This is an optimization exercise on Yosys and OpenROAD, whose aim is small area, a short achievable clock period and few clock cycles per item, not a production implementation.
Where RTL was checked, it was by simulation tests only, not by an equivalence proof against the original.

Setup of old:
// neuron_mac_seq
module neuron_mac_seq
#(
   parameter  int N_INPUTS = 64,
   localparam int CNT_W    = $clog2(N_INPUTS + 1)
) (
   input  logic             clk,
   input  logic             rst,
   input  logic             start,
   input  logic [CNT_W-1:0] len,
   input  logic [31:0]      bias,
   input  logic             act_en,
   output logic             busy,
   input  logic             in_valid,
   output logic             in_ready,
   input  logic [31:0]      in_x,
   input  logic [31:0]      in_w,
   output logic             out_valid,
   input  logic             out_ready,
   output logic [31:0]      out_data
);
Size: roughly 5300 cells after synthesis, about 300 flip-flops, ~140 I/O pins, roughly 0.044 mm² of cells after synthesis.
==> module spfp_adder_subtractor, before the edit <==
module spfp_adder_subtractor
(
   input  logic [31:0] a_i,
   input  logic [31:0] b_i,
   input  logic        sub_i,
   output logic [31:0] y_o
);
   function automatic logic [4:0] lzc25(input logic [24:0] v);
      logic [4:0] n;
      n = 5'd25;
      for (int i = 0; i < 25; i++)
         if (v[i]) n = 5'(24 - i);
      lzc25 = n;
   endfunction
   logic        sa, sb, sub, a_ge, a_gt, b_gt, e_eq, nan, sx, sn;
   logic [7:0]  ea, eb, ex, d;
   logic [8:0]  dab, dba;
   logic [23:0] ma, mb, mx, my;
   logic [4:0]  sh, lz;
   logic [49:0] al;
   logic [26:0] y_al;
   logic [27:0] sum;
   logic [24:0] pd, qd, nr, nn;
   logic [25:0] pdx;
   logic [9:0]  e_nr;
   logic [24:0] r_a, r_b, r_c;
   logic [22:0] far_m;
   logic [7:0]  far_e, ex_m1, ex_p1, ex_p2;
   logic        up_a, up_b, up_c, far_zero, far_inf, near, p_neg, spec;
   logic [31:0] y_spec;
   logic [31:0] y_far, y_near, y_n;
   always_comb begin
      sa   = a_i[31];
      sb   = b_i[31] ^ sub_i;
      ea   = a_i[30:23];
      eb   = b_i[30:23];
      ma   = {1'b1, a_i[22:0]};
      mb   = {1'b1, b_i[22:0]};
      sub  = sa ^ sb;
      dab  = {1'b0, ea} - {1'b0, eb};
      dba  = {1'b0, eb} - {1'b0, ea};
      a_ge = !dab[8];
      e_eq = (ea == eb);
      a_gt = a_ge && !e_eq;
      b_gt = !a_ge;
      ex   = a_ge ? ea : eb;
      sx   = a_ge ? sa : sb;
      mx   = a_ge ? ma : mb;
      my   = a_ge ? mb : ma;
      d    = a_ge ? dab[7:0] : dba[7:0];
      al   = {my, 26'd0} >> d[4:0];
      y_al = (d[7:5] != 3'd0) ? 27'd1 : {al[49:24], |al[23:0]};
      sum  = {1'b0, mx, 3'b000} + ({1'b0, y_al} ^ {28{sub}}) + {27'd0, sub};
      up_a = sum[3] & ((|sum[2:0]) | sum[4]);
      up_b = sum[2] & ((|sum[1:0]) | sum[3]);
      up_c = sum[1] & (sum[0] | sum[2]);
      r_a  = {1'b0, sum[27:4]} + {24'd0, up_a};
      r_b  = {1'b0, sum[26:3]} + {24'd0, up_b};
      r_c  = {1'b0, sum[25:2]} + {24'd0, up_c};
      ex_m1 = ex - 8'd1;
      ex_p1 = ex + 8'd1;
      ex_p2 = ex + 8'd2;
      if (sum[27]) begin
         far_m    = r_a[24] ? 23'd0 : r_a[22:0];
         far_e    = r_a[24] ? ex_p2 : ex_p1;
         far_zero = 1'b0;
         far_inf  = (ex == 8'd254) || (r_a[24] && ex == 8'd253);
      end else if (sum[26]) begin
         far_m    = r_b[24] ? 23'd0 : r_b[22:0];
         far_e    = r_b[24] ? ex_p1 : ex;
         far_zero = 1'b0;
         far_inf  = r_b[24] && ex == 8'd254;
      end else begin
         far_m    = r_c[24] ? 23'd0 : r_c[22:0];
         far_e    = r_c[24] ? ex : ex_m1;
         far_zero = !r_c[24] && ex == 8'd1;
         far_inf  = 1'b0;
      end
      if (far_zero)     y_far = {sx, 31'd0};
      else if (far_inf) y_far = {sx, 8'hFF, 23'd0};
      else              y_far = {sx, far_e, far_m};
      pdx   = {1'b0, ma, 1'b0} - (a_gt ? {2'b0, mb} : {1'b0, mb, 1'b0});
      pd    = pdx[24:0];
      qd    = {mb, 1'b0} - (b_gt ? {1'b0, ma} : {ma, 1'b0});
      p_neg = e_eq && pdx[25];
      nr    = (b_gt || p_neg) ? qd : pd;
      sn    = (b_gt || p_neg) ? sb : sa;
      lz    = lzc25(nr);
      nn    = nr << lz;
      e_nr  = {2'd0, ex} - {5'd0, lz};
      if (nr == 25'd0)                  y_near = 32'd0;
      else if (e_nr[9] || e_nr == 10'd0) y_near = {sn, 31'd0};
      else                              y_near = {sn, e_nr[7:0], nn[23:1]};
      near  = sub && (e_eq || ((dab == 9'd1 || dba == 9'd1) && nr[24:23] == 2'b00));
      y_n = near ? y_near : y_far;
      nan  = (ea == 8'hFF && a_i[22:0] != 23'd0) || (eb == 8'hFF && b_i[22:0] != 23'd0) ||
             (ea == 8'hFF && eb == 8'hFF && sa != sb);
      spec = (ea == 8'hFF) || (eb == 8'hFF) || (ea == 8'd0) || (eb == 8'd0);
      if (nan)                           y_spec = neuron_pkg::FP_QNAN;
      else if (ea == 8'hFF)              y_spec = a_i;
      else if (eb == 8'hFF)              y_spec = {sb, b_i[30:0]};
      else if (ea == 8'd0 && eb == 8'd0) y_spec = {sa & sb, 31'd0};
      else if (ea == 8'd0)               y_spec = {sb, b_i[30:0]};
      else                               y_spec = a_i;
      y_o = spec ? y_spec : y_n;
   end
endmodule
==> flow/config.mk <==
export PLATFORM = sky130hd
export DESIGN_NAME = neuron_mac_seq
export DESIGN_NICKNAME = neuron_mac_seq
export VERILOG_FILES = /design/flow/design.v
export SDC_FILE = /design/flow/constraint.sdc
export NUM_CORES = 4
export LEC_CHECK = 0
export CAP_MARGIN = 20
export CORE_MARGIN = 2
export CORE_UTILIZATION = 50
export SLEW_MARGIN = 20
==> flow/constraint.sdc <==
create_clock -name core_clock -period 15.0 [get_ports {clk}]
set_input_delay 3.0000 -clock core_clock [delete_from_list [all_inputs] [get_ports {clk}]]
set_output_delay 3.0000 -clock core_clock [all_outputs]
set_load 0.01 [all_outputs]
standard.sh (not shown) runs the stock make flow with config.mk's settings and CLKGATE_MAP_FILE= SYNTH_SCRIPT=/design/flow/synth_recipe.tcl, a recipe that flattens the netlist after the stock synthesis.
==> flow/flow/run.sh <==
#!/bin/bash
set -euo pipefail
bash standard.sh SETUP_SLACK_MARGIN=7 finish > standard.log 2>&1
Testbench counts of old, summed over its fixed seeds: cycles 7,900, items 7,831.
What new does differently from old at the input level:
-- flow/design.v --
<<< old, line 138
);
   function automatic logic [4:0] lzc25(input logic [24:0] v);
      logic [4:0] n;
      n = 5'd25;
      for (int i = 0; i < 25; i++)
         if (v[i]) n = 5'(24 - i);
      lzc25 = n;
   endfunction
   logic        sa, sb, sub, a_ge, a_gt, b_gt, e_eq, nan, sx, sn;
>>> new, line 138
);
   function automatic logic [4:0] lzc25(input logic [24:0] v);
      logic [31:0] x;
      logic [15:0] v1;
      logic [15:0] p1;
      logic [7:0]  v2;
      logic [15:0] p2;
      logic [3:0]  v3;
      logic [11:0] p3;
      logic [1:0]  v4;
      logic [7:0]  p4;
      x = {v, 7'h7F};
      for (int i = 0; i < 16; i++) begin
         v1[i] = x[2*i+1] | x[2*i];
         p1[i] = !x[2*i+1];
      end
      for (int i = 0; i < 8; i++) begin
         v2[i]        = v1[2*i+1] | v1[2*i];
         p2[2*i+:2]   = v1[2*i+1] ? {1'b0, p1[2*i+1]} : {1'b1, p1[2*i]};
      end
      for (int i = 0; i < 4; i++) begin
         v3[i]        = v2[2*i+1] | v2[2*i];
         p3[3*i+:3]   = v2[2*i+1] ? {1'b0, p2[2*(2*i+1)+:2]} : {1'b1, p2[2*(2*i)+:2]};
      end
      for (int i = 0; i < 2; i++) begin
         v4[i]        = v3[2*i+1] | v3[2*i];
         p4[4*i+:4]   = v3[2*i+1] ? {1'b0, p3[3*(2*i+1)+:3]} : {1'b1, p3[3*(2*i)+:3]};
      end
      lzc25 = v4[1] ? {1'b0, p4[7:4]} : {1'b1, p4[3:0]};
   endfunction
   logic        sa, sb, sub, a_ge, a_gt, b_gt, e_eq, nan, sx, sn;
Notes after the runs:
new vs old, met3 track demand over resource in global routing went up by 1.7 points. For the highest achievable clock rate, new came in about 0.36% lower than old did. Worst-case headroom to the max-slew limit ended up 1.4 points higher on new than on old. Relative to old, final-layout clock buffer total has decreased by about 6% in new. Status: count of flip-flops with a built-in enable after synthesis parity (new, old). [compare] base=old new=new: setup slack decreased 0.029 ns, sequential share of layout area essentially unchanged. The startpoint of the worst setup timing path comes out acc_q[23]$_DFFE_PP_ in one run and acc_q[27]$_DFFE_PP_ in the other, namely in new and old respectively. new vs. old: die area essentially unchanged.
For new, only the layout was checked, not whether the RTL still works.

==> static timing again, ports no longer ideal <==
No port has a modelled driver above. Below, the same layouts with a new extraction and two added sets of constraints.
Step 1, drivers: a clkbuf_16 drives clk and a buf_2 each remaining input, both assumed.
Step 2 adds t to the input delays and takes it off the output delays; t is the mean of the earliest and latest rising clock arrival at the registers after step 1. Input paths then give back, and output paths get back, about the clock's delay inside the block.
a / b / c = ideal / step 1 / step 2; a / b = the first two.
run	t (ns)	setup slack, ns	worst setup path at the end	worst data-port slew with drivers (ns)	cell pins on the clock port's net
old	0.689	6.955 / 6.955 / 6.955	register to register	0.05	1
new	0.684	6.926 / 6.926 / 6.926	register to register	0.07	1
After both steps every run listed still meets setup and hold.
